What follows belongs to an exercise in optimizing a design on an open flow for small area; a production flow would make more cautious choices.
At most, simulation tests tie the RTL to the original design; equivalence was not proved.
Power is estimated from default activity; no workload was simulated. No driver is modelled on the clock port, so clocking that relies on it looks cheaper here than on a real chip.

Setup of the previous run:
==> flow/design.v <==
`default_nettype none
module sdf_delay_line #(
   parameter int WIDTH         = 24,
   parameter int MAX_DELAY     = 64,
   parameter int ADDR_W        = 6,
   parameter int DEFAULT_DELAY = 8
) (
   input  logic              clk,
   input  logic              rst,
   input  logic              en,
   input  logic              cfg_load,
   input  logic [ADDR_W:0]   delay_sel,
   input  logic [WIDTH-1:0]  dataIn_R,
   input  logic [WIDTH-1:0]  dataIn_I,
   output logic [WIDTH-1:0]  dataOut_R,
   output logic [WIDTH-1:0]  dataOut_I,
   output logic              out_valid,
   output logic [ADDR_W:0]   delay_q
);
   localparam int W2 = 2*WIDTH;
   localparam logic [ADDR_W:0] c_max_delay     = (ADDR_W+1)'(MAX_DELAY);
   localparam logic [ADDR_W:0] c_default_delay = (ADDR_W+1)'(DEFAULT_DELAY);
   localparam logic [ADDR_W:0] c_min_delay     = (ADDR_W+1)'(1);
   logic [ADDR_W:0]    delay_d;
   logic [ADDR_W:0]    fill_q,       fill_d;      
   logic [WIDTH-1:0]   dout_r_q,     dout_r_d;
   logic [WIDTH-1:0]   dout_i_q,     dout_i_d;
   logic               out_valid_q,  out_valid_d;
   logic               dphase_q,     dphase_d;    
   logic [ADDR_W:0]    w_delay_clamped;
   logic [ADDR_W-1:0]  sel_q,        sel_d;       
   logic               w_full;
   logic [W2-1:0]      w_line_out;
   always_comb begin
      w_delay_clamped = delay_sel;
      if (delay_sel == '0) begin
         w_delay_clamped = c_min_delay;
      end else if (delay_sel > c_max_delay) begin
         w_delay_clamped = c_max_delay;
      end
   end
   assign w_full = (fill_q == '0);
   logic          phase_q;
   logic          w_keep;                         
   logic          w_move;                         
   logic [W2-1:0] stage0;
   logic [W2-1:0] tap [ADDR_W+1];                
   logic [W2-1:0] w_din_code;
   assign w_keep     = ~en | cfg_load;
   assign w_move     = en;
   assign w_din_code = {dataIn_R, dataIn_I} ^ {W2{phase_q}};
   always_ff @(posedge clk or posedge rst) begin
      if (rst) begin
         phase_q <= 1'b0;
      end else begin
         phase_q <= ~phase_q;
      end
   end
   always_ff @(posedge clk) begin
      stage0 <= ~((w_din_code | {W2{w_keep}}) & (stage0 | {W2{w_move}}));
   end
   assign tap[0] = stage0;
   for (genvar k = 0; k < ADDR_W; k++) begin : g_seg
      localparam int B = ADDR_W-1-k;              
      localparam int L = 1 << B;                  
      logic [L*W2-1:0] seg;
      logic [L*W2-1:0] seg_in;
      if (L == 1) begin : g_one
         assign seg_in = tap[k];
      end else begin : g_many
         assign seg_in = {seg[(L-1)*W2-1:0], tap[k]};
      end
      always_ff @(posedge clk) begin
         seg <= ~((seg_in | {(L*W2){w_keep}}) & (seg | {(L*W2){w_move}}));
      end
      assign tap[k+1] = sel_q[B] ? seg[L*W2-1 -: W2] : tap[k];
   end
   assign w_line_out = tap[ADDR_W];
   always_comb begin
      delay_d     = delay_q;
      sel_d       = sel_q;
      fill_d      = fill_q;
      dout_r_d    = dout_r_q;
      dout_i_d    = dout_i_q;
      out_valid_d = 1'b0;
      dphase_d    = dphase_q;
      if (cfg_load) begin
         delay_d  = w_delay_clamped;
         sel_d    = ADDR_W'(w_delay_clamped - c_min_delay);
         fill_d   = w_delay_clamped;
         dout_r_d = '0;
         dout_i_d = '0;
         dphase_d = 1'b0;
      end else if (en) begin
         if (w_full) begin
            dout_r_d    = w_line_out[W2-1:WIDTH];
            dout_i_d    = w_line_out[WIDTH-1:0];
            out_valid_d = 1'b1;
            dphase_d    = phase_q;
         end else begin
            dout_r_d = '0;
            dout_i_d = '0;
            dphase_d = 1'b0;
            fill_d   = fill_q - c_min_delay;
         end
      end
   end
   always_ff @(posedge clk or posedge rst) begin
      if (rst) begin
         delay_q     <= c_default_delay;
         sel_q       <= ADDR_W'(c_default_delay - c_min_delay);
         fill_q      <= c_default_delay;
         dout_r_q    <= '0;
         dout_i_q    <= '0;
         out_valid_q <= 1'b0;
         dphase_q    <= 1'b0;
      end else begin
         delay_q     <= delay_d;
         sel_q       <= sel_d;
         fill_q      <= fill_d;
         dout_r_q    <= dout_r_d;
         dout_i_q    <= dout_i_d;
         out_valid_q <= out_valid_d;
         dphase_q    <= dphase_d;
      end
   end
   assign dataOut_R = dout_r_q ^ {WIDTH{dphase_q}};
   assign dataOut_I = dout_i_q ^ {WIDTH{dphase_q}};
   assign out_valid = out_valid_q;
endmodule
`default_nettype wire
export LEC_CHECK = 0
export ABC_AREA = 1
export CAP_MARGIN = 20
export CORE_MARGIN = 2
export CORE_UTILIZATION = 70
export CTS_CLUSTER_DIAMETER = 100
export CTS_CLUSTER_SIZE = 30
export SLEW_MARGIN = 20
create_clock -name core_clock -period 5.0 [get_ports {clk}]
standard.sh (not shown) runs the stock make flow with config.mk's settings and CLKGATE_MAP_FILE= SYNTH_SCRIPT=/design/flow/synth_recipe.tcl, a recipe that flattens the netlist after the stock synthesis.
==> flow/flow/run.sh <==
#!/bin/bash
# Standard ORFS layout with three changes: port buffers of the smallest
# buffer cell, cells downsized where slack allows after placement, and a
# clock tree of larger sink clusters without dummy loads.
set -euo pipefail
cd "$(dirname "$0")/.."
W=$(pwd)
export CTS_ARGS="-sink_clustering_enable -repair_clock_nets -sink_clustering_size 30 -sink_clustering_max_diameter 100 -dont_use_dummy_load"
export BUFFER_PORTS_ARGS="-buffer_cell sky130_fd_sc_hd__buf_1"
export RESULTS=$W/orfs/results/sky130hd/sdf_delay_line/base
bash standard.sh synth > synth.log 2>&1
bash standard.sh floorplan > floorplan.log 2>&1
bash standard.sh place > place.log 2>&1
openroad -no_init -exit flow/recover.tcl > recover.log 2>&1
bash standard.sh cts > cts.log 2>&1
bash standard.sh route > route.log 2>&1
bash standard.sh finish > finish.log 2>&1
==> flow/flow/recover.tcl <==
# Downsize cells on paths with slack to spare (OpenROAD's power recovery),
# then legalise the placement again. Reads and rewrites the placed design.
set P $::env(FLOW_HOME)/platforms/sky130hd
set R $::env(RESULTS)
read_lef $P/lef/sky130_fd_sc_hd.tlef
read_lef $P/lef/sky130_fd_sc_hd_merged.lef
read_liberty $P/lib/sky130_fd_sc_hd__tt_025C_1v80.lib
read_db $R/3_place.odb
read_sdc $R/3_place.sdc
source $P/setRC.tcl
set_dont_use {sky130_fd_sc_hd__probe_p_8 sky130_fd_sc_hd__probec_p_8 sky130_fd_sc_hd__lpflow_*}
estimate_parasitics -placement
puts "area before [expr {[rsz::design_area] * 1e12}]"
report_worst_slack
repair_timing -recover_power 100 -setup_margin 0.5
puts "area after [expr {[rsz::design_area] * 1e12}]"
report_worst_slack
detailed_placement
check_placement -verbose
write_db $R/3_place.odb
### the previous run -> the current run
--- a/flow/design.v
+++ b/flow/design.v
@@ -27,5 +27,4 @@
    logic [WIDTH-1:0]   dout_i_q,     dout_i_d;
    logic               out_valid_q,  out_valid_d;
-   logic               dphase_q,     dphase_d;    
    logic [ADDR_W:0]    w_delay_clamped;
    logic [ADDR_W-1:0]  sel_q,        sel_d;       
@@ -41,22 +40,10 @@
    end
    assign w_full = (fill_q == '0);
-   logic          phase_q;
-   logic          w_keep;                         
-   logic          w_move;                         
    logic [W2-1:0] stage0;
    logic [W2-1:0] tap [ADDR_W+1];                
-   logic [W2-1:0] w_din_code;
-   assign w_keep     = ~en | cfg_load;
-   assign w_move     = en;
-   assign w_din_code = {dataIn_R, dataIn_I} ^ {W2{phase_q}};
-   always_ff @(posedge clk or posedge rst) begin
-      if (rst) begin
-         phase_q <= 1'b0;
-      end else begin
-         phase_q <= ~phase_q;
+   always_ff @(posedge clk) begin
+      if (en) begin
+         stage0 <= {dataIn_R, dataIn_I};
       end
-   end
-   always_ff @(posedge clk) begin
-      stage0 <= ~((w_din_code | {W2{w_keep}}) & (stage0 | {W2{w_move}}));
    end
    assign tap[0] = stage0;
@@ -65,12 +52,12 @@
       localparam int L = 1 << B;                  
       logic [L*W2-1:0] seg;
-      logic [L*W2-1:0] seg_in;
-      if (L == 1) begin : g_one
-         assign seg_in = tap[k];
-      end else begin : g_many
-         assign seg_in = {seg[(L-1)*W2-1:0], tap[k]};
-      end
       always_ff @(posedge clk) begin
-         seg <= ~((seg_in | {(L*W2){w_keep}}) & (seg | {(L*W2){w_move}}));
+         if (en) begin
+            if (L == 1) begin
+               seg <= tap[k];
+            end else begin
+               seg <= {seg[(L-1)*W2-1:0], tap[k]};
+            end
+         end
       end
       assign tap[k+1] = sel_q[B] ? seg[L*W2-1 -: W2] : tap[k];
@@ -84,5 +71,4 @@
       dout_i_d    = dout_i_q;
       out_valid_d = 1'b0;
-      dphase_d    = dphase_q;
       if (cfg_load) begin
          delay_d  = w_delay_clamped;
@@ -91,5 +77,4 @@
          dout_r_d = '0;
          dout_i_d = '0;
-         dphase_d = 1'b0;
       end else if (en) begin
          if (w_full) begin
@@ -97,9 +82,7 @@
             dout_i_d    = w_line_out[WIDTH-1:0];
             out_valid_d = 1'b1;
-            dphase_d    = phase_q;
          end else begin
             dout_r_d = '0;
             dout_i_d = '0;
-            dphase_d = 1'b0;
             fill_d   = fill_q - c_min_delay;
          end
@@ -114,5 +97,4 @@
          dout_i_q    <= '0;
          out_valid_q <= 1'b0;
-         dphase_q    <= 1'b0;
       end else begin
          delay_q     <= delay_d;
@@ -122,9 +104,8 @@
          dout_i_q    <= dout_i_d;
          out_valid_q <= out_valid_d;
-         dphase_q    <= dphase_d;
       end
    end
-   assign dataOut_R = dout_r_q ^ {WIDTH{dphase_q}};
-   assign dataOut_I = dout_i_q ^ {WIDTH{dphase_q}};
+   assign dataOut_R = dout_r_q;
+   assign dataOut_I = dout_i_q;
    assign out_valid = out_valid_q;
 endmodule
==> comparison <==
- The current run vs the previous run — via density per instance dropped by a little under 10%
- Looking at synthesized cell count, the current run sits 3916 lower than the previous run does.
- The current run — worst hold slack 190 ps lower, the previous run as reference
- The current run — sequential power about 5% higher, the previous run as reference
- The current run and the previous run ended up with roughly the same static leakage.
- Via count: the current run vs the previous run down 39%
- Diff the previous run..the current run | area share of buffers outside the clock network | negligible
- Taking the previous run as the reference, in the current run transition time of the tightest slew-check pin moved down, wire length on met1 lost 22%.
- Summary of the comparison: routed wire length is lower in the current run, relative to the previous run.
- The previous run → the current run: worst setup slack after layout dropped 300 ps; largest driver fanout on the critical path went down; via count of the first global-routing pass now smaller; final clock period utilization by the worst path climbed 6.1 points.
No functional check of the RTL was part of the current run.

==> re-timing with driven ports <==
In the flow no input, the clock included, has a driving cell. The finished layouts below were timed again as built, in two steps.
Step 1, drivers: a clkbuf_16 drives clk and a buf_2 each remaining input, both assumed.
Step 2 times the ports against the registers' clock, not the clock port: input delays grow and output delays shrink by t, the midpoint of the rising clock arrivals with the driver on.
Slacks: ideal ports / drivers / drivers and shift; pairs: ideal ports / drivers.
run | shift t [ns] | setup WS [ns] | latest minus earliest clock arrival (ns) | pins driven straight from the clock port
the previous run | 0.813 | 1.844 / 1.762 / 1.215 | 0.052 / 0.052 | 1
the current run | 0.800 | 1.539 / 1.539 / 1.497 | 0.042 / 0.041 | 1
After both steps every run listed still meets setup and hold. For the previous run, which loses most, drivers alone change the setup slack by -0.082 ns; drivers and shift together by -0.629 ns.
